From an optimization exercise on the open Yosys and OpenROAD flow, aimed at small area, a short achievable clock period and few clock cycles per item; shortcuts taken in it are not production practice. No functional check of the RTL was part of any run shown here.

==> flow/design.v, too long to show whole: its modules and the start of the top module <==
// module apht_bk_add: 39 lines
// module arc_point_hit_test_core: 1224 lines
module arc_point_hit_test_core (
  input  logic               clk,
  input  logic               rst_n,
  input  logic               in_valid,
  output logic               in_ready,
  input  logic signed [31:0] in_point_x,
  input  logic signed [31:0] in_point_y,
  output logic               out_valid,
  input  logic               out_ready,
  output logic               out_hit,
  input  logic               cfg_valid,
  output logic               cfg_ready,
  input  logic [2:0]         cfg_index,
  input  logic [31:0]        cfg_wdata
);
  // ...
==> flow/run.sh <==
#!/bin/bash
# synth_recipe.tcl (not shown) runs the flow's synth.tcl, then flattens the netlist and writes it again
# the make line also repeats each setting of config.mk as NAME=value (left out here)
make -C /OpenROAD-flow-scripts/flow DESIGN_CONFIG=/design/flow/config.mk WORK_HOME=/design/flow/orfs CLKGATE_MAP_FILE= SYNTH_SCRIPT=/design/flow/synth_recipe.tcl finish
==> flow/config.mk <==
export PLATFORM = sky130hd
export DESIGN_NAME = arc_point_hit_test_core
export DESIGN_NICKNAME = arc_point_hit_test_core
export VERILOG_FILES = /design/flow/design.v
export SDC_FILE = /design/flow/constraint.sdc
export NUM_CORES = 4
export LEC_CHECK = 0
export CAP_MARGIN = 20
export CORE_MARGIN = 2
export CORE_UTILIZATION = 50
export SETUP_SLACK_MARGIN = 3.0
export SLEW_MARGIN = 20
==> flow/constraint.sdc <==
create_clock -name core_clock -period 7.5 [get_ports {clk}]
set_input_delay 1.5000 -clock core_clock [delete_from_list [all_inputs] [get_ports {clk}]]
set_output_delay 1.5000 -clock core_clock [all_outputs]
set_load 0.01 [all_outputs]
==> run_results.csv, run 1 <==
group,metric,value,unit
status,status,"no timing/DRC/antenna violations",
synthesis,synth-edff-count,86,
routing,route.top_layer_used,"met5",
worst_setup_path,worst_path_largest_cell_delay,530,ps
synthesis,synth_xor_xnor_area_share,15.3,%
sta,fmax,0.215,GHz
clock_tree,post_cts_resized,26,
routing,ant_nets,0,
placed_design,dp.cells,14500,
sta,fin_crit,4660,ps
layout,nFillCells,19300,
layout,final_common_cell,"dfxtp_1",
routing,met3WireLength,10.0,mm
sta,finalClockSkew,48.1,ps
clock_tree,cts_root_buffer,"clkbuf_16",
sta,hold_ws,307,ps
worst_setup_path,critical_path_arrival,5380,ps
layout,clockNetworkAreaShare,5.63,%
clock_tree,postCtsHoldBufs,0,
sta,finalCritPeriodShare,62.2,%
worst_setup_path,endpoint,"dc_r",
clock_tree,cts_max_path_buffers,3,
floorplanning,die-area,218000,um2
routing,route.vias.total,81200,
grt,grt_overflow_total,0,
worst_setup_path,rr_endpoint,"dc_r",
placed_design,placed_area,111000,um2
layout,clkbuf_count,249,
synthesis,yosysTopAreaCell,"dfxtp_1",
routing,drt_pre_antenna_iters,6,
sta,worst_slew_pin_slew,1120,ps
synthesis,yosysMostFrequentCell,"dfxtp_1",
routing,drt_iter0_drc,4886,
clock_tree,cts_buffers,190,
layout,multi_input_area,68100,um2
==> inputs of run 2 (changes only) <==
--- a/flow/design.v
+++ b/flow/design.v
@@ -1,51 +1,12 @@
 package apht_pkg;
   localparam int CORDIC_STAGES = 18;
   localparam logic [31:0] INV_GAIN = 32'd2608131496;
 endpackage
-module apht_bk_add #(parameter int W = 8) (
-  input  logic [W-1:0] a,
-  input  logic [W-1:0] b,
-  input  logic         cin,
-  output logic [W-1:0] s
-);
-  localparam int LG = (W <= 1) ? 1 : $clog2(W);
-  logic [W:0] g0, p0;
-  assign g0 = {a & b, cin};
-  assign p0 = {a ^ b, 1'b0};
-  logic [W:0] g [0:2*LG];
-  logic [W:0] p [0:2*LG];
-  assign g[0] = g0;
-  assign p[0] = p0;
-  for (genvar l = 1; l <= LG; l++) begin : g_up
-    for (genvar j = 0; j <= W; j++) begin : g_b
-      if (((j + 1) % (1 << l)) == 0) begin : g_node
-        assign g[l][j] = g[l-1][j] | (p[l-1][j] & g[l-1][j - (1 << (l-1))]);
-        assign p[l][j] = p[l-1][j] & p[l-1][j - (1 << (l-1))];
-      end else begin : g_pass
-        assign g[l][j] = g[l-1][j];
-        assign p[l][j] = p[l-1][j];
-      end
-    end
-  end
-  for (genvar l = LG - 1; l >= 1; l--) begin : g_dn
-    localparam int LI = 2 * LG - l;
-    for (genvar j = 0; j <= W; j++) begin : g_b
-      if (((j + 1) % (1 << l)) == (1 << (l-1)) && j >= (1 << l)) begin : g_node
-        assign g[LI][j] = g[LI-1][j] | (p[LI-1][j] & g[LI-1][j - (1 << (l-1))]);
-        assign p[LI][j] = p[LI-1][j] & p[LI-1][j - (1 << (l-1))];
-      end else begin : g_pass
-        assign g[LI][j] = g[LI-1][j];
-        assign p[LI][j] = p[LI-1][j];
-      end
-    end
-  end
-  assign s = p0[W:1] ^ g[2*LG-1][W-1:0];
-endmodule
 module arc_point_hit_test_core (
   input  logic               clk,
   input  logic               rst_n,
   input  logic               in_valid,
   output logic               in_ready,
   input  logic signed [31:0] in_point_x,
   input  logic signed [31:0] in_point_y,
   output logic               out_valid,
@@ -121,65 +82,66 @@
   always_comb begin
     nb_hi[1] = 1'b1; nb_lo[1] = 1'b1;
     if (div_cnt_r == 5'd17) begin nb_hi[1] = hb_hi_r[1]; nb_lo[1] = hb_lo_r[1]; end
     if (div_cnt_r == 5'd16) begin nb_hi[1] = 1'b0; nb_lo[1] = 1'b0; end
     nb_hi[0] = 1'b1; nb_lo[0] = 1'b1;
     if (div_cnt_r == 5'd17) begin nb_hi[0] = hb_hi_r[0]; nb_lo[0] = hb_lo_r[0]; end
   end
   logic [31:0] rem_hi_n;
-  logic [1:0]  qb_hi;
-  logic [33:0] t_hi;
-  assign t_hi = {rem_hi_r, nb_hi};
-  logic [34:0] df1_hi;
-  assign df1_hi = {1'b0, t_hi} - 35'd2608131496;
-  logic [34:0] df2_hi;
-  assign df2_hi = {1'b0, t_hi} - 35'd5216262992;
-  logic [34:0] df3_hi;
-  assign df3_hi = {1'b0, t_hi} - 35'd7824394488;
-  assign qb_hi = ~df3_hi[34] ? 2'd3 : ~df2_hi[34] ? 2'd2 : ~df1_hi[34] ? 2'd1 : 2'd0;
-  assign rem_hi_n = ~df3_hi[34] ? df3_hi[31:0] : ~df2_hi[34] ? df2_hi[31:0] :
-                     ~df1_hi[34] ? df1_hi[31:0] : t_hi[31:0];
+  logic [1:0] qb_hi;
+  logic [32:0] t_hi_0;
+  logic [33:0] df_hi_0;
+  logic [31:0] r_hi_0;
+  assign t_hi_0  = {rem_hi_r, nb_hi[1]};
+  assign df_hi_0 = {1'b0, t_hi_0} - 34'd2608131496;
+  assign qb_hi[1] = ~df_hi_0[33];
+  assign r_hi_0  = df_hi_0[33] ? t_hi_0[31:0] : df_hi_0[31:0];
+  logic [32:0] t_hi_1;
+  logic [33:0] df_hi_1;
+  logic [31:0] r_hi_1;
+  assign t_hi_1  = {r_hi_0, nb_hi[0]};
+  assign df_hi_1 = {1'b0, t_hi_1} - 34'd2608131496;
+  assign qb_hi[0] = ~df_hi_1[33];
+  assign r_hi_1  = df_hi_1[33] ? t_hi_1[31:0] : df_hi_1[31:0];
+  assign rem_hi_n = r_hi_1;
   logic [31:0] rem_lo_n;
-  logic [1:0]  qb_lo;
-  logic [33:0] t_lo;
-  assign t_lo = {rem_lo_r, nb_lo};
-  logic [34:0] df1_lo;
-  assign df1_lo = {1'b0, t_lo} - 35'd2608131496;
-  logic [34:0] df2_lo;
-  assign df2_lo = {1'b0, t_lo} - 35'd5216262992;
-  logic [34:0] df3_lo;
-  assign df3_lo = {1'b0, t_lo} - 35'd7824394488;
-  assign qb_lo = ~df3_lo[34] ? 2'd3 : ~df2_lo[34] ? 2'd2 : ~df1_lo[34] ? 2'd1 : 2'd0;
-  assign rem_lo_n = ~df3_lo[34] ? df3_lo[31:0] : ~df2_lo[34] ? df2_lo[31:0] :
-                     ~df1_lo[34] ? df1_lo[31:0] : t_lo[31:0];
+  logic [1:0] qb_lo;
+  logic [32:0] t_lo_0;
+  logic [33:0] df_lo_0;
+  logic [31:0] r_lo_0;
+  assign t_lo_0  = {rem_lo_r, nb_lo[1]};
+  assign df_lo_0 = {1'b0, t_lo_0} - 34'd2608131496;
+  assign qb_lo[1] = ~df_lo_0[33];
+  assign r_lo_0  = df_lo_0[33] ? t_lo_0[31:0] : df_lo_0[31:0];
+  logic [32:0] t_lo_1;
+  logic [33:0] df_lo_1;
+  logic [31:0] r_lo_1;
+  assign t_lo_1  = {r_lo_0, nb_lo[0]};
+  assign df_lo_1 = {1'b0, t_lo_1} - 34'd2608131496;
+  assign qb_lo[0] = ~df_lo_1[33];
+  assign r_lo_1  = df_lo_1[33] ? t_lo_1[31:0] : df_lo_1[31:0];
+  assign rem_lo_n = r_lo_1;
   logic accept;
   logic in_ready_r;
   assign in_ready = in_ready_r;
   assign accept   = in_valid && in_ready_r;
-  logic        vi_r;
-  logic [31:0] px_r, py_r;
+  logic        v0_r;
+  logic [32:0] dx0_r, dy0_r;
   always_ff @(posedge clk) begin
-    if (!rst_n) vi_r <= 1'b0; else vi_r <= accept;
-    px_r <= in_point_x; py_r <= in_point_y;
-  end
-  logic        v0_r, d0_r;
-  logic [32:0] dx0_n, dy0_n, dx0_r, dy0_r;
-  assign dx0_n = {px_r[31], px_r} - {cx_r[31], cx_r};
-  assign dy0_n = {py_r[31], py_r} - {cy_r[31], cy_r};
-  always_ff @(posedge clk) begin
-    if (!rst_n) v0_r <= 1'b0; else v0_r <= vi_r;
-    dx0_r <= dx0_n;
-    dy0_r <= dy0_n;
-    d0_r  <= (py_r == cy_r) | ~(dx0_n[32] ^ dy0_n[32]);
-  end
-  logic sx0, sy0, d0;
-  assign sx0 = dx0_r[32];
-  assign sy0 = dy0_r[32];
-  assign d0  = d0_r;
+    if (!rst_n) v0_r <= 1'b0; else v0_r <= accept;
+    dx0_r <= {in_point_x[31], in_point_x} - {cx_r[31], cx_r};
+    dy0_r <= {in_point_y[31], in_point_y} - {cy_r[31], cy_r};
+  end
+  logic sx0, sy0, dyz0, d0;
+  logic [32:0] mx0, my0;
+  assign sx0  = dx0_r[32];
+  assign sy0  = dy0_r[32];
+  assign dyz0 = (dy0_r == 33'd0);
+  assign d0   = dyz0 | ~(sx0 ^ sy0);
   logic        v1_r, neg1_r;
   logic [32:0] x1_r;
   logic [32:0] y1_r;
   logic [0:0]  d1_r;
   logic [32:0] x1_n, y1_n;
   assign x1_n = (dx0_r ^ {33{sx0}}) + (dy0_r ^ {33{sy0}}) + {32'd0, sx0} + {32'd0, sy0};
   assign y1_n = (dy0_r ^ {33{sy0 ^ ~d0}}) + (dx0_r ^ {33{sx0 ^ d0}}) + {32'd0, sx0 ^ d0} + {32'd0, sy0 ^ ~d0};
   always_ff @(posedge clk) begin
@@ -188,358 +150,421 @@
     y1_r   <= y1_n;
     neg1_r <= sx0;
     d1_r   <= d0;
   end
   logic di_1;
   assign di_1 = ~y1_r[32];
   logic [32:0] ta_1;
   assign ta_1 = {{1{y1_r[32]}}, y1_r[32:1]};
+  logic [33:0] xs_1;
+  assign xs_1 = {x1_r, 1'b1} + {ta_1 ^ {33{~di_1}}, ~di_1};
   logic [32:0] xn_1;
-  assign xn_1 = x1_r + (ta_1 ^ {33{~di_1}}) + {32'd0, ~di_1};
+  assign xn_1 = xs_1[33:1];
   logic [32:0] ua_1;
   assign ua_1 = {1'd0, x1_r[32:1]};
+  logic [33:0] ys_1;
+  assign ys_1 = {y1_r[32:0], 1'b1} + {ua_1 ^ {33{di_1}}, di_1};
   logic [32:0] yn_1;
-  assign yn_1 = y1_r[32:0] + (ua_1 ^ {33{di_1}}) + {32'd0, di_1};
+  assign yn_1 = ys_1[33:1];
   logic v2_r, neg2_r;
   logic [32:0] x2_r;
   logic [32:0] y2_r;
   logic [1:0] d2_r;
   always_ff @(posedge clk) begin
     if (!rst_n) v2_r <= 1'b0; else v2_r <= v1_r;
     x2_r <= xn_1;
     y2_r <= yn_1;
     neg2_r <= neg1_r;
     d2_r <= {di_1, d1_r};
   end
   logic di_2;
   assign di_2 = ~y2_r[32];
   logic [33:0] ta_2;
   assign ta_2 = {{3{y2_r[32]}}, y2_r[32:2]};
+  logic [34:0] xs_2;
+  assign xs_2 = {{1{1'b0}}, x2_r, 1'b1} + {ta_2 ^ {34{~di_2}}, ~di_2};
   logic [33:0] xn_2;
-  assign xn_2 = {1'd0, x2_r} + (ta_2 ^ {34{~di_2}}) + {33'd0, ~di_2};
+  assign xn_2 = xs_2[34:1];
   logic [32:0] ua_2;
   assign ua_2 = {2'd0, x2_r[32:2]};
+  logic [33:0] ys_2;
+  assign ys_2 = {y2_r[32:0], 1'b1} + {ua_2 ^ {33{di_2}}, di_2};
   logic [32:0] yn_2;
-  assign yn_2 = y2_r[32:0] + (ua_2 ^ {33{di_2}}) + {32'd0, di_2};
+  assign yn_2 = ys_2[33:1];
   logic v3_r, neg3_r;
   logic [33:0] x3_r;
   logic [32:0] y3_r;
   logic [2:0] d3_r;
   always_ff @(posedge clk) begin
     if (!rst_n) v3_r <= 1'b0; else v3_r <= v2_r;
     x3_r <= xn_2;
     y3_r <= yn_2;
     neg3_r <= neg2_r;
     d3_r <= {di_2, d2_r};
   end
   logic di_3;
   assign di_3 = ~y3_r[32];
   logic [33:0] ta_3;
   assign ta_3 = {{4{y3_r[32]}}, y3_r[32:3]};
+  logic [34:0] xs_3;
+  assign xs_3 = {x3_r, 1'b1} + {ta_3 ^ {34{~di_3}}, ~di_3};
   logic [33:0] xn_3;
-  assign xn_3 = x3_r + (ta_3 ^ {34{~di_3}}) + {33'd0, ~di_3};
+  assign xn_3 = xs_3[34:1];
   logic [31:0] ua_3;
   assign ua_3 = {1'd0, x3_r[33:3]};
+  logic [32:0] ys_3;
+  assign ys_3 = {y3_r[31:0], 1'b1} + {ua_3 ^ {32{di_3}}, di_3};
   logic [31:0] yn_3;
-  assign yn_3 = y3_r[31:0] + (ua_3 ^ {32{di_3}}) + {31'd0, di_3};
+  assign yn_3 = ys_3[32:1];
   logic v4_r, neg4_r;
   logic [33:0] x4_r;
   logic [31:0] y4_r;
   logic [3:0] d4_r;
   always_ff @(posedge clk) begin
     if (!rst_n) v4_r <= 1'b0; else v4_r <= v3_r;
     x4_r <= xn_3;
     y4_r <= yn_3;
     neg4_r <= neg3_r;
     d4_r <= {di_3, d3_r};
   end
   logic di_4;
   assign di_4 = ~y4_r[31];
   logic [33:0] ta_4;
   assign ta_4 = {{6{y4_r[31]}}, y4_r[31:4]};
+  logic [34:0] xs_4;
+  assign xs_4 = {x4_r, 1'b1} + {ta_4 ^ {34{~di_4}}, ~di_4};
   logic [33:0] xn_4;
-  assign xn_4 = x4_r + (ta_4 ^ {34{~di_4}}) + {33'd0, ~di_4};
+  assign xn_4 = xs_4[34:1];
   logic [30:0] ua_4;
   assign ua_4 = {1'd0, x4_r[33:4]};
+  logic [31:0] ys_4;
+  assign ys_4 = {y4_r[30:0], 1'b1} + {ua_4 ^ {31{di_4}}, di_4};
   logic [30:0] yn_4;
-  assign yn_4 = y4_r[30:0] + (ua_4 ^ {31{di_4}}) + {30'd0, di_4};
+  assign yn_4 = ys_4[31:1];
   logic v5_r, neg5_r;
   logic [33:0] x5_r;
   logic [30:0] y5_r;
   logic [4:0] d5_r;
   always_ff @(posedge clk) begin
     if (!rst_n) v5_r <= 1'b0; else v5_r <= v4_r;
     x5_r <= xn_4;
     y5_r <= yn_4;
     neg5_r <= neg4_r;
     d5_r <= {di_4, d4_r};
   end
   logic di_5;
   assign di_5 = ~y5_r[30];
   logic [33:0] ta_5;
   assign ta_5 = {{8{y5_r[30]}}, y5_r[30:5]};
+  logic [34:0] xs_5;
+  assign xs_5 = {x5_r, 1'b1} + {ta_5 ^ {34{~di_5}}, ~di_5};
   logic [33:0] xn_5;
-  assign xn_5 = x5_r + (ta_5 ^ {34{~di_5}}) + {33'd0, ~di_5};
+  assign xn_5 = xs_5[34:1];
   logic [29:0] ua_5;
   assign ua_5 = {1'd0, x5_r[33:5]};
+  logic [30:0] ys_5;
+  assign ys_5 = {y5_r[29:0], 1'b1} + {ua_5 ^ {30{di_5}}, di_5};
   logic [29:0] yn_5;
-  assign yn_5 = y5_r[29:0] + (ua_5 ^ {30{di_5}}) + {29'd0, di_5};
+  assign yn_5 = ys_5[30:1];
   logic v6_r, neg6_r;
   logic [33:0] x6_r;
   logic [29:0] y6_r;
   logic [5:0] d6_r;
   always_ff @(posedge clk) begin
     if (!rst_n) v6_r <= 1'b0; else v6_r <= v5_r;
     x6_r <= xn_5;
     y6_r <= yn_5;
     neg6_r <= neg5_r;
     d6_r <= {di_5, d5_r};
   end
   logic di_6;
   assign di_6 = ~y6_r[29];
   logic [33:0] ta_6;
   assign ta_6 = {{10{y6_r[29]}}, y6_r[29:6]};
+  logic [34:0] xs_6;
+  assign xs_6 = {x6_r, 1'b1} + {ta_6 ^ {34{~di_6}}, ~di_6};
   logic [33:0] xn_6;
-  assign xn_6 = x6_r + (ta_6 ^ {34{~di_6}}) + {33'd0, ~di_6};
+  assign xn_6 = xs_6[34:1];
   logic [28:0] ua_6;
   assign ua_6 = {1'd0, x6_r[33:6]};
+  logic [29:0] ys_6;
+  assign ys_6 = {y6_r[28:0], 1'b1} + {ua_6 ^ {29{di_6}}, di_6};
   logic [28:0] yn_6;
-  assign yn_6 = y6_r[28:0] + (ua_6 ^ {29{di_6}}) + {28'd0, di_6};
+  assign yn_6 = ys_6[29:1];
   logic v7_r, neg7_r;
   logic [33:0] x7_r;
   logic [28:0] y7_r;
   logic [6:0] d7_r;
   always_ff @(posedge clk) begin
     if (!rst_n) v7_r <= 1'b0; else v7_r <= v6_r;
     x7_r <= xn_6;
     y7_r <= yn_6;
     neg7_r <= neg6_r;
     d7_r <= {di_6, d6_r};
   end
   logic di_7;
   assign di_7 = ~y7_r[28];
   logic [33:0] ta_7;
   assign ta_7 = {{12{y7_r[28]}}, y7_r[28:7]};
+  logic [34:0] xs_7;
+  assign xs_7 = {x7_r, 1'b1} + {ta_7 ^ {34{~di_7}}, ~di_7};
   logic [33:0] xn_7;
-  assign xn_7 = x7_r + (ta_7 ^ {34{~di_7}}) + {33'd0, ~di_7};
+  assign xn_7 = xs_7[34:1];
   logic [27:0] ua_7;
   assign ua_7 = {1'd0, x7_r[33:7]};
+  logic [28:0] ys_7;
+  assign ys_7 = {y7_r[27:0], 1'b1} + {ua_7 ^ {28{di_7}}, di_7};
   logic [27:0] yn_7;
-  assign yn_7 = y7_r[27:0] + (ua_7 ^ {28{di_7}}) + {27'd0, di_7};
+  assign yn_7 = ys_7[28:1];
   logic v8_r, neg8_r;
   logic [33:0] x8_r;
   logic [27:0] y8_r;
   logic [7:0] d8_r;
   always_ff @(posedge clk) begin
     if (!rst_n) v8_r <= 1'b0; else v8_r <= v7_r;
     x8_r <= xn_7;
     y8_r <= yn_7;
     neg8_r <= neg7_r;
     d8_r <= {di_7, d7_r};
   end
   logic di_8;
   assign di_8 = ~y8_r[27];
   logic [33:0] ta_8;
   assign ta_8 = {{14{y8_r[27]}}, y8_r[27:8]};
+  logic [34:0] xs_8;
+  assign xs_8 = {x8_r, 1'b1} + {ta_8 ^ {34{~di_8}}, ~di_8};
   logic [33:0] xn_8;
-  assign xn_8 = x8_r + (ta_8 ^ {34{~di_8}}) + {33'd0, ~di_8};
+  assign xn_8 = xs_8[34:1];
   logic [26:0] ua_8;
   assign ua_8 = {1'd0, x8_r[33:8]};
+  logic [27:0] ys_8;
+  assign ys_8 = {y8_r[26:0], 1'b1} + {ua_8 ^ {27{di_8}}, di_8};
   logic [26:0] yn_8;
-  assign yn_8 = y8_r[26:0] + (ua_8 ^ {27{di_8}}) + {26'd0, di_8};
+  assign yn_8 = ys_8[27:1];
   logic v9_r, neg9_r;
   logic [33:0] x9_r;
   logic [26:0] y9_r;
   logic [8:0] d9_r;
   always_ff @(posedge clk) begin
     if (!rst_n) v9_r <= 1'b0; else v9_r <= v8_r;
     x9_r <= xn_8;
     y9_r <= yn_8;
     neg9_r <= neg8_r;
     d9_r <= {di_8, d8_r};
   end
   logic di_9;
   assign di_9 = ~y9_r[26];
   logic [33:0] ta_9;
   assign ta_9 = {{16{y9_r[26]}}, y9_r[26:9]};
+  logic [34:0] xs_9;
+  assign xs_9 = {x9_r, 1'b1} + {ta_9 ^ {34{~di_9}}, ~di_9};
   logic [33:0] xn_9;
-  assign xn_9 = x9_r + (ta_9 ^ {34{~di_9}}) + {33'd0, ~di_9};
+  assign xn_9 = xs_9[34:1];
   logic [25:0] ua_9;
   assign ua_9 = {1'd0, x9_r[33:9]};
+  logic [26:0] ys_9;
+  assign ys_9 = {y9_r[25:0], 1'b1} + {ua_9 ^ {26{di_9}}, di_9};
   logic [25:0] yn_9;
-  assign yn_9 = y9_r[25:0] + (ua_9 ^ {26{di_9}}) + {25'd0, di_9};
+  assign yn_9 = ys_9[26:1];
   logic v10_r, neg10_r;
   logic [33:0] x10_r;
   logic [25:0] y10_r;
   logic [9:0] d10_r;
   always_ff @(posedge clk) begin
     if (!rst_n) v10_r <= 1'b0; else v10_r <= v9_r;
     x10_r <= xn_9;
     y10_r <= yn_9;
     neg10_r <= neg9_r;
     d10_r <= {di_9, d9_r};
   end
   logic di_10;
   assign di_10 = ~y10_r[25];
   logic [33:0] ta_10;
   assign ta_10 = {{18{y10_r[25]}}, y10_r[25:10]};
+  logic [34:0] xs_10;
+  assign xs_10 = {x10_r, 1'b1} + {ta_10 ^ {34{~di_10}}, ~di_10};
   logic [33:0] xn_10;
-  assign xn_10 = x10_r + (ta_10 ^ {34{~di_10}}) + {33'd0, ~di_10};
+  assign xn_10 = xs_10[34:1];
   logic [24:0] ua_10;
   assign ua_10 = {1'd0, x10_r[33:10]};
+  logic [25:0] ys_10;
+  assign ys_10 = {y10_r[24:0], 1'b1} + {ua_10 ^ {25{di_10}}, di_10};
   logic [24:0] yn_10;
-  assign yn_10 = y10_r[24:0] + (ua_10 ^ {25{di_10}}) + {24'd0, di_10};
+  assign yn_10 = ys_10[25:1];
   logic v11_r, neg11_r;
   logic [33:0] x11_r;
   logic [24:0] y11_r;
   logic [10:0] d11_r;
   always_ff @(posedge clk) begin
     if (!rst_n) v11_r <= 1'b0; else v11_r <= v10_r;
     x11_r <= xn_10;
     y11_r <= yn_10;
     neg11_r <= neg10_r;
     d11_r <= {di_10, d10_r};
   end
   logic di_11;
   assign di_11 = ~y11_r[24];
   logic [33:0] ta_11;
   assign ta_11 = {{20{y11_r[24]}}, y11_r[24:11]};
+  logic [34:0] xs_11;
+  assign xs_11 = {x11_r, 1'b1} + {ta_11 ^ {34{~di_11}}, ~di_11};
   logic [33:0] xn_11;
-  assign xn_11 = x11_r + (ta_11 ^ {34{~di_11}}) + {33'd0, ~di_11};
+  assign xn_11 = xs_11[34:1];
   logic [23:0] ua_11;
   assign ua_11 = {1'd0, x11_r[33:11]};
+  logic [24:0] ys_11;
+  assign ys_11 = {y11_r[23:0], 1'b1} + {ua_11 ^ {24{di_11}}, di_11};
   logic [23:0] yn_11;
-  assign yn_11 = y11_r[23:0] + (ua_11 ^ {24{di_11}}) + {23'd0, di_11};
+  assign yn_11 = ys_11[24:1];
   logic v12_r, neg12_r;
   logic [33:0] x12_r;
   logic [23:0] y12_r;
   logic [11:0] d12_r;
   always_ff @(posedge clk) begin
     if (!rst_n) v12_r <= 1'b0; else v12_r <= v11_r;
     x12_r <= xn_11;
     y12_r <= yn_11;
     neg12_r <= neg11_r;
     d12_r <= {di_11, d11_r};
   end
   logic di_12;
   assign di_12 = ~y12_r[23];
   logic [33:0] ta_12;
   assign ta_12 = {{22{y12_r[23]}}, y12_r[23:12]};
+  logic [34:0] xs_12;
+  assign xs_12 = {x12_r, 1'b1} + {ta_12 ^ {34{~di_12}}, ~di_12};
   logic [33:0] xn_12;
-  assign xn_12 = x12_r + (ta_12 ^ {34{~di_12}}) + {33'd0, ~di_12};
+  assign xn_12 = xs_12[34:1];
   logic [22:0] ua_12;
   assign ua_12 = {1'd0, x12_r[33:12]};
+  logic [23:0] ys_12;
+  assign ys_12 = {y12_r[22:0], 1'b1} + {ua_12 ^ {23{di_12}}, di_12};
   logic [22:0] yn_12;
-  assign yn_12 = y12_r[22:0] + (ua_12 ^ {23{di_12}}) + {22'd0, di_12};
+  assign yn_12 = ys_12[23:1];
   logic v13_r, neg13_r;
   logic [33:0] x13_r;
   logic [22:0] y13_r;
   logic [12:0] d13_r;
   always_ff @(posedge clk) begin
     if (!rst_n) v13_r <= 1'b0; else v13_r <= v12_r;
     x13_r <= xn_12;
     y13_r <= yn_12;
     neg13_r <= neg12_r;
     d13_r <= {di_12, d12_r};
   end
   logic di_13;
   assign di_13 = ~y13_r[22];
   logic [33:0] ta_13;
   assign ta_13 = {{24{y13_r[22]}}, y13_r[22:13]};
+  logic [34:0] xs_13;
+  assign xs_13 = {x13_r, 1'b1} + {ta_13 ^ {34{~di_13}}, ~di_13};
   logic [33:0] xn_13;
-  assign xn_13 = x13_r + (ta_13 ^ {34{~di_13}}) + {33'd0, ~di_13};
+  assign xn_13 = xs_13[34:1];
   logic [21:0] ua_13;
   assign ua_13 = {1'd0, x13_r[33:13]};
+  logic [22:0] ys_13;
+  assign ys_13 = {y13_r[21:0], 1'b1} + {ua_13 ^ {22{di_13}}, di_13};
   logic [21:0] yn_13;
-  assign yn_13 = y13_r[21:0] + (ua_13 ^ {22{di_13}}) + {21'd0, di_13};
+  assign yn_13 = ys_13[22:1];
   logic v14_r, neg14_r;
   logic [33:0] x14_r;
   logic [21:0] y14_r;
   logic [13:0] d14_r;
   always_ff @(posedge clk) begin
     if (!rst_n) v14_r <= 1'b0; else v14_r <= v13_r;
     x14_r <= xn_13;
     y14_r <= yn_13;
     neg14_r <= neg13_r;
     d14_r <= {di_13, d13_r};
   end
   logic di_14;
   assign di_14 = ~y14_r[21];
   logic [33:0] ta_14;
   assign ta_14 = {{26{y14_r[21]}}, y14_r[21:14]};
+  logic [34:0] xs_14;
+  assign xs_14 = {x14_r, 1'b1} + {ta_14 ^ {34{~di_14}}, ~di_14};
   logic [33:0] xn_14;
-  assign xn_14 = x14_r + (ta_14 ^ {34{~di_14}}) + {33'd0, ~di_14};
+  assign xn_14 = xs_14[34:1];
   logic [20:0] ua_14;
   assign ua_14 = {1'd0, x14_r[33:14]};
+  logic [21:0] ys_14;
+  assign ys_14 = {y14_r[20:0], 1'b1} + {ua_14 ^ {21{di_14}}, di_14};
   logic [20:0] yn_14;
-  assign yn_14 = y14_r[20:0] + (ua_14 ^ {21{di_14}}) + {20'd0, di_14};
+  assign yn_14 = ys_14[21:1];
   logic v15_r, neg15_r;
   logic [33:0] x15_r;
   logic [20:0] y15_r;
   logic [14:0] d15_r;
   always_ff @(posedge clk) begin
     if (!rst_n) v15_r <= 1'b0; else v15_r <= v14_r;
     x15_r <= xn_14;
     y15_r <= yn_14;
     neg15_r <= neg14_r;
     d15_r <= {di_14, d14_r};
   end
   logic di_15;
   assign di_15 = ~y15_r[20];
   logic [33:0] ta_15;
   assign ta_15 = {{28{y15_r[20]}}, y15_r[20:15]};
+  logic [34:0] xs_15;
+  assign xs_15 = {x15_r, 1'b1} + {ta_15 ^ {34{~di_15}}, ~di_15};
   logic [33:0] xn_15;
-  assign xn_15 = x15_r + (ta_15 ^ {34{~di_15}}) + {33'd0, ~di_15};
+  assign xn_15 = xs_15[34:1];
   logic [19:0] ua_15;
   assign ua_15 = {1'd0, x15_r[33:15]};
+  logic [20:0] ys_15;
+  assign ys_15 = {y15_r[19:0], 1'b1} + {ua_15 ^ {20{di_15}}, di_15};
   logic [19:0] yn_15;
-  assign yn_15 = y15_r[19:0] + (ua_15 ^ {20{di_15}}) + {19'd0, di_15};
+  assign yn_15 = ys_15[20:1];
   logic v16_r, neg16_r;
   logic [33:0] x16_r;
   logic [19:0] y16_r;
   logic [15:0] d16_r;
   always_ff @(posedge clk) begin
     if (!rst_n) v16_r <= 1'b0; else v16_r <= v15_r;
     x16_r <= xn_15;
     y16_r <= yn_15;
     neg16_r <= neg15_r;
     d16_r <= {di_15, d15_r};
   end
   logic di_16;
   assign di_16 = ~y16_r[19];
   logic [33:0] ta_16;
   assign ta_16 = {{30{y16_r[19]}}, y16_r[19:16]};
+  logic [34:0] xs_16;
+  assign xs_16 = {x16_r, 1'b1} + {ta_16 ^ {34{~di_16}}, ~di_16};
   logic [33:0] xn_16;
-  assign xn_16 = x16_r + (ta_16 ^ {34{~di_16}}) + {33'd0, ~di_16};
+  assign xn_16 = xs_16[34:1];
   logic [18:0] ua_16;
   assign ua_16 = {1'd0, x16_r[33:16]};
+  logic [19:0] ys_16;
+  assign ys_16 = {y16_r[18:0], 1'b1} + {ua_16 ^ {19{di_16}}, di_16};
   logic [18:0] yn_16;
-  assign yn_16 = y16_r[18:0] + (ua_16 ^ {19{di_16}}) + {18'd0, di_16};
+  assign yn_16 = ys_16[19:1];
   logic v17_r, neg17_r;
   logic [33:0] x17_r;
   logic [18:0] y17_r;
   logic [16:0] d17_r;
   always_ff @(posedge clk) begin
     if (!rst_n) v17_r <= 1'b0; else v17_r <= v16_r;
     x17_r <= xn_16;
     y17_r <= yn_16;
     neg17_r <= neg16_r;
     d17_r <= {di_16, d16_r};
   end
   logic d17;
   assign d17 = ~y17_r[18];
-  logic [1:0] e17;
-  assign e17 = d17 ? {1'b0, y17_r[17]} : (~y17_r[18:17] + 2'd1);
-  logic [35:0] cmp_hi, cmp_lo;
-  assign cmp_hi = {2'b0, x17_r} + {34'd0, e17} + ~{3'b0, q_hi_r};
-  assign cmp_lo = {2'b0, x17_r} + {34'd0, e17} + ~{3'b0, q_lo_r};
+  logic [1:0] t17;
+  assign t17 = y17_r[18:17];
+  logic [34:0] x18;
+  assign x18 = {1'b0, x17_r} + ({{33{t17[1]}}, t17} ^ {35{~d17}}) + {34'd0, ~d17};
   logic rad_hi, rad_lo, zero_e;
-  assign rad_hi = cmp_hi[35];                  
-  assign rad_lo = lo_ok_r | ~cmp_lo[35];       
+  assign rad_hi = (x18[33:0] <= {1'b0, q_hi_r});
+  assign rad_lo = lo_ok_r | (x18[33:0] > {1'b0, q_lo_r});
   assign zero_e = (x17_r == 34'd0);
   logic ct_1;
   logic ct_2;
   logic ct_3;
   logic ct_4;
   logic ct_5;
   logic ct_6;
   logic ct_7;
@@ -1190,76 +1215,55 @@
   assign ct_324 = d17_r[3] & 1'b1;
   assign ct_325 = d17_r[2] ^ 1'b1;
   assign ct_326 = d17_r[2] & 1'b1;
   assign ct_327 = d17_r[1] ^ 1'b1;
   assign ct_328 = d17_r[1] & 1'b1;
   logic [31:0] dsa, dsb;
   assign dsa = {1'b1, d17_r[0], ct_327, ct_325, ct_323, ct_321, ct_319, ct_317, ct_315, ct_313, ct_311, ct_309, ct_307, ct_305, ct_303, ct_301, ct_299, ct_297, ct_295, ct_293, ct_291, ct_289, ct_287, ct_285, ct_283, ct_281, ct_279, ct_277, ct_275, ct_273, ct_271, 1'b1};
   assign dsb = {neg17_r, ct_328, ct_326, ct_324, ct_322, ct_320, ct_318, ct_316, ct_314, ct_312, ct_310, ct_308, ct_306, ct_304, ct_302, ct_300, ct_298, ct_296, ct_294, ct_292, ct_290, ct_288, ct_286, ct_284, ct_282, ct_280, ct_278, ct_276, ct_274, ct_272, ct_221, 1'b0};
-  logic [16:0] dlo;
-  assign dlo = {1'b0, dsa[15:0]} + {1'b0, dsb[15:0]};
-  logic        ve_r, rh_r, rl_r, ze_r, dc_r;
-  logic [15:0] dsa_r, dsb_r;
+  logic        ve_r, rh_r, rl_r, ze_r;
+  logic [31:0] dsa_r, dsb_r;
   always_ff @(posedge clk) begin
     if (!rst_n) ve_r <= 1'b0; else ve_r <= v17_r;
     rh_r <= rad_hi; rl_r <= rad_lo; ze_r <= zero_e;
-    dsa_r <= dsa[31:16]; dsb_r <= dsb[31:16]; dc_r <= dlo[16];
+    dsa_r <= dsa; dsb_r <= dsb;
   end
-  logic [17:0] s_d, s_sa, s_ea;
-  assign s_d  = {2'b0, dsa_r} + {2'b0, dsb_r} + {17'd0, dc_r};
-  logic [17:0] pa0, pa1, pa2, pas, pac;
-  assign pa0 = {2'b0, dsa_r};
-  assign pa1 = {2'b0, dsb_r};
-  assign pa2 = ~{2'b0, sa_r};
-  assign pas = pa0 ^ pa1 ^ pa2;
-  assign pac = (pa0 & pa1) | (pa0 & pa2) | (pa1 & pa2);
-  assign s_sa = pas + {pac[16:0], dc_r} + 18'd1;
-  logic [17:0] pb0, pb1, pb2, pbs, pbc;
-  assign pb0 = {2'b0, ea_r};
-  assign pb1 = ~{2'b0, dsa_r};
-  assign pb2 = ~{2'b0, dsb_r};
-  assign pbs = pb0 ^ pb1 ^ pb2;
-  assign pbc = (pb0 & pb1) | (pb0 & pb2) | (pb1 & pb2);
-  assign s_ea = pbs + {pbc[16:0], ~dc_r} + 18'd1;
-  logic wrap, ge_sa, le_ea, ge_sa0, le_ea0, sa_le_ea, in_sweep, res_valid, res_hit;
-  assign wrap   = s_d[16];
-  assign ge_sa  = wrap ? (~s_sa[17] & s_sa[16]) : ~s_sa[17];             
-  assign le_ea  = wrap ? (~s_ea[17] | s_ea[16]) : ~s_ea[17];             
-  assign ge_sa0 = (sa_r == 16'd0);
-  assign le_ea0 = 1'b1;
-  assign sa_le_ea = (sa_r <= ea_r);
+  logic [31:0] dsum;
+  logic [15:0] dir;
+  logic        in_sweep, res_valid, res_hit;
+  assign dsum = dsa_r + dsb_r;
+  assign dir  = ze_r ? 16'd0 : dsum[31:16];
   always_comb begin
-    if (ze_r) in_sweep = sa_le_ea ? ge_sa0 : 1'b1;
-    else if (sa_le_ea) in_sweep = ge_sa && le_ea;
-    else               in_sweep = ge_sa || le_ea;
+    if (sa_r <= ea_r) in_sweep = (dir >= sa_r) && (dir <= ea_r);
+    else              in_sweep = (dir >= sa_r) || (dir <= ea_r);
   end
   assign res_valid = ve_r;
   assign res_hit   = in_sweep && rh_r && rl_r;
   logic [4:0] owed_r, owed_n;
   logic        ov_r, oh_r, pop;
-  logic [20:0] fq_r;
+  logic [19:0] fq_r;
   logic [4:0] wp_r, rp_r;
   logic [4:0] fc_r;
   logic        fq_ne, slot_free, push, take_q;
   assign pop       = ov_r && out_ready;
   assign slot_free = !ov_r || out_ready;
   assign fq_ne     = (fc_r != '0);
   assign take_q    = slot_free && fq_ne;
   assign push      = res_valid && !(slot_free && !fq_ne);
   assign owed_n    = owed_r + {{4{1'b0}}, accept} - {{4{1'b0}}, pop};
   always_ff @(posedge clk) begin
     if (!rst_n) begin
       owed_r <= '0; in_ready_r <= 1'b1; ov_r <= 1'b0; wp_r <= '0; rp_r <= '0; fc_r <= '0;
     end else begin
       owed_r     <= owed_n;
-      in_ready_r <= (owed_n < 5'd22);
+      in_ready_r <= (owed_n < 5'd21);
       if (slot_free) ov_r <= fq_ne || res_valid;
-      if (push) wp_r <= (wp_r == 5'd20) ? '0 : wp_r + 1'b1;
-      if (take_q) rp_r <= (rp_r == 5'd20) ? '0 : rp_r + 1'b1;
+      if (push) wp_r <= (wp_r == 5'd19) ? '0 : wp_r + 1'b1;
+      if (take_q) rp_r <= (rp_r == 5'd19) ? '0 : rp_r + 1'b1;
       fc_r <= fc_r + {{4{1'b0}}, push} - {{4{1'b0}}, take_q};
     end
   end
   always_ff @(posedge clk) begin
     if (slot_free) oh_r <= fq_ne ? fq_r[rp_r] : res_hit;
     if (push) fq_r[wp_r] <= res_hit;
   end
   assign out_valid = ov_r;
==> flow/config.mk (replaced) <==
export PLATFORM = sky130hd
export DESIGN_NAME = arc_point_hit_test_core
export DESIGN_NICKNAME = arc_point_hit_test_core
export VERILOG_FILES = /design/flow/design.v
export SDC_FILE = /design/flow/constraint.sdc
export NUM_CORES = 4
export LEC_CHECK = 0
export CAP_MARGIN = 20
export CORE_MARGIN = 2
export CORE_UTILIZATION = 30
export SLEW_MARGIN = 20
==> run_results.csv, run 2 <==
group,metric,value,unit
status,status,"no timing/DRC/antenna violations",
worst_setup_path,crit_type,"flip-flop to flip-flop",
synthesis,synth.distinct_cells,105,
synthesis,yosysWarnings,1,
clock_tree,cts_max_path_buffers,4,
routing,drc,0,
synthesis,synth-async-reset-ratio,0,%
worst_setup_path,critical_path_arrival,6990,ps
worst_setup_path,crit_fanout,13,
floorplanning,start_util,30.2,%
synthesis,yosys-top-cells-count,"dfxtp_1 (1,591), xnor2_1 (1,325), ha_1 (1,126)",
placed_design,dp_hpwl,228,mm
synthesis,ys_ff_latch,1676,
sta,fin_crit,6320,ps
worst_setup_path,r2r_slack,1180,ps
layout,nFillCells,35800,
floorplanning,core,347000,um2
routing,wl,287,mm
layout,multi_input_area,66700,um2
placed_design,routabilityCongestion,0.923,
clock_tree,htreeDepth,4,
synthesis,netlist.area_leader.share,30.4,%
clock_tree,cts_buffers,185,
floorplanning,die_height,595,um
floorplanning,ioPinCount,108,
clock_tree,post-cts-setup-buffers,0,
grt,antenna_found_initial,21,
worst_setup_path,end_kind,"flip-flop",
synthesis,yosysMostFrequentCell,"dfxtp_1",
sta,fmax,0.158,GHz
layout,final_area,117000,um2
job,maxCapViolCount,0,
worst_setup_path,cp-start-kind,"flip-flop",
sta,worst_slew_pin_slew,1090,ps
sta,timing.setup.tns,0,ps
synthesis,avgSynthCellArea,8.93,um2
synthesis,seq_area_frac_synth,32.8,%
layout,mostFrequentLayoutCells,"dfxtp_1 (1,574), xnor2_1 (1,325), ha_1 (1,126)",
clock_tree,post_cts_resized,0,
floorplanning,die-area,354000,um2
routing,wl_per_cell,17.4,um
synthesis,synth.net_count,13100,
clock_tree,cts_root_buffer,"clkbuf_16",
synthesis,syn_area,105000,um2
layout,nNetsFinal,13200,
layout,layout-drive-gt1-share,4.11,%
routing,ant_nets,0,
sta,maxSlewHeadroom,26.8,%
grt,grt_overflow_total,0,
grt,grt_pass1_vias,77200,
worst_setup_path,r2r-start,"dsb_r[3]",
layout,seq_area,34400,um2
routing,route.vias.total,80700,
grt,grt_use_total,15.8,%
grt,grt_max_degree,128,
grt,grt_pass1_wl,446,mm
floorplanning,fp.dieW,595,um
sta,hold_ws,296,ps
sta,finalClockSkew,86.8,ps
worst_setup_path,rr_endpoint,"fq_r[11]",
clock_tree,clk_latency,880,ps
worst_setup_path,critPathRequiredTime,8160,ps
clock_tree,clkSlewWorstSetupHoldPaths,60,ps
sta,hold_viol,0,
floorplanning,rows,216,
routing,drt_pre_antenna_iters,6,
worst_setup_path,worst-r2r-cell-count,26,
layout,syn_to_final_growth,11.9,%
sta,setup_viol,0,
clock_tree,cts_sinks,1676,
placed_design,port_buffers,106,
synthesis,synth-edff-count,85,
clock_tree,cts_tree,"built",
layout,final_common_cell,"dfxtp_1",
placed_design,placed_area,111000,um2
sta,finalCritPeriodShare,84.3,%
synthesis,synthCells,11700,
sta,slew_violations,0,
routing,via_per_inst,4.88,
synthesis,synth_area_leaders,"dfxtp_1 (30%), ha_1 (13%), xnor2_1 (11%)",
synthesis,yosysTopAreaCell,"dfxtp_1",
sta,rsz0062_at_grt,"false",
min_path,min_path_type,"flip-flop to flip-flop",
worst_setup_path,endpoint,"fq_r[11]",
worst_setup_path,critPathLaunch,"dsb_r[3]",
synthesis,ys.flop_type,"dfxtp_1",
clock_tree,postCtsHoldBufs,0,
routing,drt_iter0_drc,6397,
## run 2: cell types whose count changed in the layout (fill, tap and decap cells not counted), sizes merged, moves of 62 or more
cell / delta
a21boi: -250
a21o: -69
a21oi: +242
fa: -62
nor2: +83
xnor2: +152
## run 2: final cells by class
| type | count | area share (%) |
|---|---|---|
| Multi-Input combinational cell | 9079 | 56.9 |
| Sequential cell | 1676 | 29.4 |
| Tap cell | 4578 | 4.89 |
| Clock buffer | 245 | 4.45 |
| Inverter | 696 | 2.24 |
| Timing Repair Buffer | 151 | 1.19 |
| Clock inverter | 87 | 0.955 |
| Antenna cell | 5 | 0.0107 |
## run 2: through the flow
stage	util, %	std cells	setup slack [ps]
2_1_floorplan	-	11700	2280
3_3_place_gp	32.0	16200	1220
3_5_place_dp	32.0	16200	1180
4_1_cts	33.8	16500	1130
5_1_grt	33.8	16500	663
6_report	33.8	16500	1180
## run 2: metal layers
metal / global-route usage (%) / vias to the layer above / share of wire (%) / routed length, um
met1: 21.8 / 37700 / 47 / 136000
met2: 25.3 / 1827 / 44 / 126000
li1: - / 40700 / - / -
met4: 4.39 / 6 / 2.8 / 8090
met3: 2.64 / 400 / 6.1 / 17600
met5: 0 / - / 0.013 / 36
## run 2: logic make-up after synthesis
logic type | synth area share [%]
mux | 0.587
compound gates | 15.7
xor+xnor | 16.9
flops | 32.8
other cells | 0.00358
fa+ha+maj | 16.1
simple gates | 14.3
buf+inv | 3.57
## run 2: how the worst min path moves through the flow
stage	depth (start not counted)	from	slack [ps]	end
floorplan	0	d9_r[0]	310	d10_r[0]
global placement	0	d13_r[9]	310	d14_r[9]
detailed placement	0	d11_r[3]	310	d12_r[3]
CTS	0	neg8_r	300	neg9_r
global route	0	neg6_r	310	neg7_r
finish	0	neg8_r	300	neg9_r
## run 2: worst max-delay path: stages (launching register included)
cell and delay, ps:
dfxtp_1 310, ha_1 300, nand4_1 110, a21oi_1 300, nand2b_1 140, a211oi_1 510
o211ai_1 400, o211ai_1 420, nand2_1 130, o21ai_0 290, a21o_1 200, a21o_1 150
a21oi_1 80, xnor2_1 140, nor2_1 80, ha_1 330, and3_1 140, nand3_1 120
nor3_1 260, nand3_1 120, nand2b_1 150, mux2_2 260, a22oi_1 230, a22oi_1 120
buf_4 230, or3_1 400, o21ai_0 200

==> re-timing with driven ports <==
How much do the figures lean on ideal ports? The routed layouts below were timed once more, with nothing changed but the port constraints. Step 1 (the two cells are an assumption about what drives the block):
set clk [get_ports {clk}]
set_driving_cell -lib_cell sky130_fd_sc_hd__clkbuf_16 $clk
set_driving_cell -lib_cell sky130_fd_sc_hd__buf_2 [delete_from_list [all_inputs] $clk]
Step 2 also shifts input and output timing later by t, the mid clock arrival at the registers, as if the neighbouring blocks saw the same clock. Slacks: ideal ports / drivers / drivers and shift; pairs: ideal ports / drivers.
run | t (ns) | setup slack, ns | hold WS [ns] | worst setup path after step 2
run 1 | 0.909 | 2.839 / 2.839 / 2.839 | 0.307 / 0.307 / 0.307 | register to register
run 2 | 0.937 | 1.177 / 1.177 / 1.177 | 0.296 / 0.296 / 0.296 | register to register
After both steps every run listed still meets setup and hold.
